This is an optimization exercise on Yosys and OpenROAD, whose aim is a short achievable clock period and few clock cycles, not a production implementation.

==> wip/delta <==
## m6502_top
module m6502_top (
  input  wire                 raw_clk,
  input  wire                 button_reset,
  input  wire                 load_strobe,
  input  wire cpu_pkg::byte_t load_data,
  input  wire                 load_last,
  output cpu_pkg::byte_t      leds,
  output logic [3:0]          column,
  output logic                halted
);
==> flow/config.mk <==
export PLATFORM = sky130hd
export DESIGN_NAME = m6502_top
export DESIGN_NICKNAME = m6502_top
export VERILOG_FILES = /design/flow/design.v
export SDC_FILE = /design/flow/constraint.sdc
export NUM_CORES = 8
export LEC_CHECK = 0
export ABC_CLOCK_PERIOD_IN_PS = 4000
export CAP_MARGIN = 20
export CORE_MARGIN = 2
export CORE_UTILIZATION = 45
export PLACE_DENSITY = 0.6
export SLEW_MARGIN = 20
export SYNTH_MEMORY_MAX_BITS = 16384
==> flow/constraint.sdc <==
create_clock -name core_clock -period 10.0 [get_ports {raw_clk}]
set_input_delay 2.0000 -clock core_clock [delete_from_list [all_inputs] [get_ports {raw_clk}]]
set_output_delay 2.0000 -clock core_clock [all_outputs]
set_load 0.01 [all_outputs]
standard.sh (not shown) runs the stock make flow with config.mk's settings and CLKGATE_MAP_FILE= SYNTH_SCRIPT=/design/flow/synth_recipe.tcl, a recipe that flattens the netlist after the stock synthesis.
==> flow/flow/run.sh <==
#!/bin/bash
# The standard layout, with timing repair aimed at a shorter period than the 10 ns target.
set -euo pipefail
bash standard.sh SETUP_SLACK_MARGIN=6.5 finish > flow_standard.log 2>&1
==> wip/zinc (differences from wip/delta) <==
--- a/flow/design.v
+++ b/flow/design.v
@@ -286,17 +286,19 @@
   assign m_store = m_valid && op_store(m_op);
   assign x_store = x_valid && op_store(x_op);
   assign x_o     = x_op[7:5];
   assign x_imp   = op_implied(x_op);
   assign x_ldx   = (x_op[1:0] == 2'b10) && (x_o == 3'b101) && !x_imp;
   assign x_ldy   = (x_op[1:0] == 2'b00) && (x_o == 3'b101) && !x_imp;
-  assign mx_sets_nz = (m_valid && op_sets_nz(m_op)) || (x_valid && op_sets_nz(x_op));
-  assign mx_sets_c  = (m_valid && op_sets_c(m_op)) || (x_valid && op_sets_c(x_op));
-  assign mx_wa      = (m_valid && op_writes_a(m_op)) || (x_valid && op_writes_a(x_op));
-  assign mx_wx      = (m_valid && op_writes_x(m_op)) || (x_valid && op_writes_x(x_op));
-  assign mx_wy      = (m_valid && op_writes_y(m_op)) || (x_valid && op_writes_y(x_op));
+  logic [4:0] m_writes, x_writes, mx_writes;
+  assign mx_writes  = m_writes | x_writes;
+  assign mx_sets_nz = mx_writes[4];
+  assign mx_sets_c  = mx_writes[3];
+  assign mx_wa      = mx_writes[2];
+  assign mx_wx      = mx_writes[1];
+  assign mx_wy      = mx_writes[0];
   cpu_pkg::byte_t      op, b1, b2;
   cpu_pkg::byte_t      imp_value;
   cpu_pkg::addr_t      target, ir_pc_next;
   cpu_pkg::ram_index_t f_ea;
   logic [1:0]          ir_len_m1, win_off;
   logic                f_imp, f_br, f_jmp, f_stop, f_len3, f_pair, f_store;
@@ -347,23 +349,22 @@
   assign pair_target = ir_pc + 16'd3 + {{8{b2[7]}}, b2};
   assign target      = ({16{f_jmp}} & {b2, b1}) |
                        ({16{!f_jmp && f_pair}} & pair_target) |
                        ({16{!f_jmp && !f_pair}} & br_target);
   assign win_off    = ir_valid ? ir_len_m1 : 2'd0;
   assign ir_pc_next = ir_pc + (ir_valid ? 16'(ir_len_m1) + 16'd1 : 16'd0);
-  function automatic logic near_window(cpu_pkg::ram_index_t address, cpu_pkg::ram_index_t base,
-                                       logic [1:0] off);
-    cpu_pkg::ram_index_t d;
-    d = address - base;
-    near_window = (d == cpu_pkg::ram_index_t'(off)) || (d == cpu_pkg::ram_index_t'(off) + 1'b1) ||
-                  (d == cpu_pkg::ram_index_t'(off) + 2'd2);
+  function automatic logic near_rows(cpu_pkg::ram_index_t address, cpu_pkg::ram_index_t base);
+    logic [10-4:0] row;
+    row = base[10-1:3];
+    near_rows = (address[10-1:3] == row) ||
+                (address[10-1:3] == row + 1'b1);
   endfunction
-  assign stale = (x_store && near_window(x_ea, wbase, win_off)) ||
-                 (m_store && near_window(m_ea, wbase, win_off)) ||
-                 (issue && f_store && near_window(f_ea, wbase, win_off)) ||
-                 (pend_write && near_window(pend_index, wbase, win_off));
+  assign stale = (x_store && near_rows(x_ea, wbase)) ||
+                 (m_store && near_rows(m_ea, wbase)) ||
+                 (issue && f_store && near_rows(f_ea, wbase)) ||
+                 (pend_write && near_rows(pend_index, wbase));
   for (genvar j = 0; j < 8; j++)
   begin : g_win
     assign win[j] = fetch_banks[j*8 +: 8];
   end
   assign s0  = wbase[2:0] + 3'(win_off);
   assign s1  = s0 + 3'd1;
@@ -395,44 +396,48 @@
     hit_after  = '0;
     hit_bytes  = '0;
     rows_hit   = '0;
     for (int i = 0; i < NBT; i++)
     begin
       bt_match[i] = bt_valid[i] && bt_pc[i] == ir_pc;
-      bt_ok[i]    = !(x_store && in_three(x_ea, bt_target[i][10-1:0])) &&
-                    !(m_store && in_three(m_ea, bt_target[i][10-1:0]));
+      bt_ok[i]    = !(x_store && near_rows(x_ea, bt_target[i][10-1:0])) &&
+                    !(m_store && near_rows(m_ea, bt_target[i][10-1:0]));
       hit_target  = hit_target | (bt_match[i] ? bt_target[i] : '0);
       hit_after   = hit_after | (bt_match[i] ? bt_after[i] : '0);
       hit_bytes   = hit_bytes | (bt_match[i] ? bt_bytes[i] : '0);
       rows_hit    = rows_hit | (bt_match[i] ? bank_rows(bt_after[i]) : '0);
     end
   end
   assign bt_hit  = |bt_match;
   assign bt_safe = |(bt_match & bt_ok);
   assign use_bt  = redirect && bt_hit && bt_safe;
-  logic           win_valid;
-  logic           f_move, f_load, f_setup;
+  logic           f_load, miss;
   logic [3:0]     step;
   logic [191:0]   rows_step [4];
+  logic [191:0]   rows_br, rows_pair, rows_jmp, rows_target;
   cpu_pkg::ram_index_t wstep [4];
-  assign f_move  = f_run && !hold && !stop;
-  assign f_load  = f_move && (ir_valid || win_valid);
-  assign f_setup = f_move && !ir_valid && !win_valid;
+  assign f_load = f_run && !hold && !stop;
+  assign miss   = f_load && redirect && !use_bt;
+  assign rows_br     = bank_rows(br_target[10-1:0]);
+  assign rows_pair   = bank_rows(pair_target[10-1:0]);
+  assign rows_jmp    = bank_rows({b2[10-9:0], b1});
+  assign rows_target = ({192{f_jmp}} & rows_jmp) |
+                       ({192{!f_jmp && f_pair}} & rows_pair) |
+                       ({192{!f_jmp && !f_pair}} & rows_br);
   for (genvar k = 0; k < 4; k++)
   begin : g_step
     assign wstep[k]     = wbase + cpu_pkg::ram_index_t'(k);
     assign rows_step[k] = bank_rows(wstep[k]);
-    assign step[k]      = f_load && !use_bt && ((stale ? win_off : win_off + 2'd1) == k);
+    assign step[k]      = f_load && !redirect && ((stale ? win_off : win_off + 2'd1) == k);
   end
   always_ff @(posedge raw_clk)
   begin
     if (!button_reset)
     begin
       f_run        <= 1'b0;
       ir_valid     <= 1'b0;
-      win_valid    <= 1'b1;
       ir_pc        <= 16'h0200;
       wbase        <= 16'h0200;
       fetch_sel    <= bank_rows(16'h0200);
       halt_pipe    <= '0;
       halted       <= 1'b0;
       pc           <= 16'h0200;
@@ -449,18 +454,17 @@
         f_run <= 1'b0;
         pc    <= ir_pc + 16'd1;
       end
       halt_pipe <= {halt_pipe[0], stop || halt_pipe[0]};
       halted    <= halt_pipe[1];
       fetch_sel <= ({192{use_bt}} & rows_hit) |
+                   ({192{miss}} & rows_target) |
                    ({192{step[1]}} & rows_step[1]) |
                    ({192{step[2]}} & rows_step[2]) |
                    ({192{step[3]}} & rows_step[3]) |
-                   ({192{!use_bt && !step[1] && !step[2] && !step[3]}} & rows_step[0]);
-      if (f_setup)
-        win_valid <= 1'b1;
+                   ({192{!use_bt && !miss && !step[1] && !step[2] && !step[3]}} & rows_step[0]);
       if (f_load)
       begin
         if (use_bt)
         begin
           ir_pc    <= hit_target;
           ir_valid <= 1'b1;
@@ -468,13 +472,12 @@
           {ir_op, ir_b1, ir_b2} <= hit_bytes;
         end
         else if (redirect)
         begin
           ir_pc     <= target;
           ir_valid  <= 1'b0;
-          win_valid <= 1'b0;
           wbase     <= target[10-1:0];
         end
         else
         begin
           ir_pc    <= ir_pc_next;
           ir_valid <= !stale;
@@ -508,23 +511,52 @@
             bt_next            <= bt_next + 1'b1;
           end
         end
       end
     end
   end
+  logic           m_early;
+  logic           m_src_busy;
+  cpu_pkg::byte_t m_xfer;
+  always_comb
+  begin
+    case (m_op)
+      8'he8:   m_xfer = reg_x + 8'd1;
+      8'hca:   m_xfer = reg_x - 8'd1;
+      8'h8a:   m_xfer = reg_x;
+      8'hc8:   m_xfer = reg_y + 8'd1;
+      8'h88:   m_xfer = reg_y - 8'd1;
+      8'h98:   m_xfer = reg_y;
+      default: m_xfer = reg_a;
+    endcase
+    case (m_op)
+      8'he8, 8'hca, 8'h8a: m_src_busy = x_writes[1];
+      8'hc8, 8'h88, 8'h98: m_src_busy = x_writes[0];
+      default:             m_src_busy = x_writes[2];
+    endcase
+  end
+  assign m_early = m_valid && op_implied(m_op) && !m_src_busy;
   always_ff @(posedge raw_clk)
   begin
     if (!button_reset)
     begin
-      m_valid <= 1'b0;
-      x_valid <= 1'b0;
+      m_valid  <= 1'b0;
+      x_valid  <= 1'b0;
+      m_writes <= '0;
+      x_writes <= '0;
     end
     else
     begin
       m_valid <= issue && !f_br && !f_jmp;
-      x_valid <= m_valid;
+      if (issue && !f_br && !f_jmp)
+        m_writes <= {op_sets_nz(op), op_sets_c(op), op_writes_a(op), op_writes_x(op),
+                     op_writes_y(op)};
+      else
+        m_writes <= '0;
+      x_writes <= m_early ? 5'b0 : m_writes;
+      x_valid  <= m_valid && !m_early;
     end
   end
   always_ff @(posedge raw_clk)
   begin
     m_op       <= op;
     m_imm      <= b1;
@@ -577,13 +609,15 @@
       reg_a  <= '0;
       reg_x  <= '0;
       reg_y  <= '0;
       nz_src <= 8'h01;
       flag_c <= 1'b0;
     end
-    else if (x_valid && !x_store)
+    else
+    begin
+    if (x_valid && !x_store)
     begin
       if (x_imp)
       begin
         nz_src <= xfer_value;
         case (x_op)
           8'h88, 8'ha8, 8'hc8: reg_y <= xfer_value;
@@ -607,12 +641,22 @@
         if (x_o == 3'b011 || x_o[2:1] == 2'b11)
           flag_c <= sum[8];
         if (x_o != 3'b110)
           reg_a <= alu_result;
       end
     end
+    if (m_early)
+    begin
+      nz_src <= m_xfer;
+      case (m_op)
+        8'h88, 8'ha8, 8'hc8: reg_y <= m_xfer;
+        8'haa, 8'hca, 8'he8: reg_x <= m_xfer;
+        default:             reg_a <= m_xfer;
+      endcase
+    end
+    end
   end
 endmodule
 `default_nettype wire
 `timescale 1ns/1ps
 `default_nettype none
 module led_scanner (
Settings changed: CORE_UTILIZATION 45 to 39, PLACE_DENSITY 0.6 to 0.55.
==> qor summary <==
| metric | wip/delta | wip/zinc |
|---|---|---|
| Result of the run | stopped before the end | stopped before the end |
| Failing step | 5_1_grt | 5_1_grt |
| Placed Cells incl. Taps | 42.37k | 45.69k |
| Top-area cell type share of the netlist area | 63.10% | 61.32% |
| Post-Synthesis Net Count | 30.61k | 31.95k |
| Placer Congestion | 1.307 | 1.255 |
| Synthesized instance count | 30.30k | 31.69k |
| Row cnt | 348 | 379 |
| Effective utilization at floorplan | 45.08% | 39.10% |
| Synth Area in Adders | 0.9785% | 0.7698% |
| Number of setup buffers added after CTS | 1641 | 2156 |
| Average cell area after synthesis | 13.34 sq um | 13.13 sq um |
| Post-cts repair resize count | 3291 | 4198 |
| Netlist area before placement | 404300 sq um | 416100 sq um |
| Number of CTS-inserted buffers | 960 | 1107 |
| Simple logic cell fraction of the synthesized area | 7.613% | 8.026% |
| Worst Setup Slack post-DPL | 2.858 ns | 2.704 ns |
| Maximum level of the CTS H-tree | 6 | 7 |
| Multiplexer share of the synthesized area | 0.3450% | 0.3549% |
| Compound-gate portion of the synthesized area | 21.32% | 22.27% |
| Xor and xnor area share after synthesis | 1.427% | 1.924% |
No run of this note included a check of the RTL's function; only the layout flow was run.
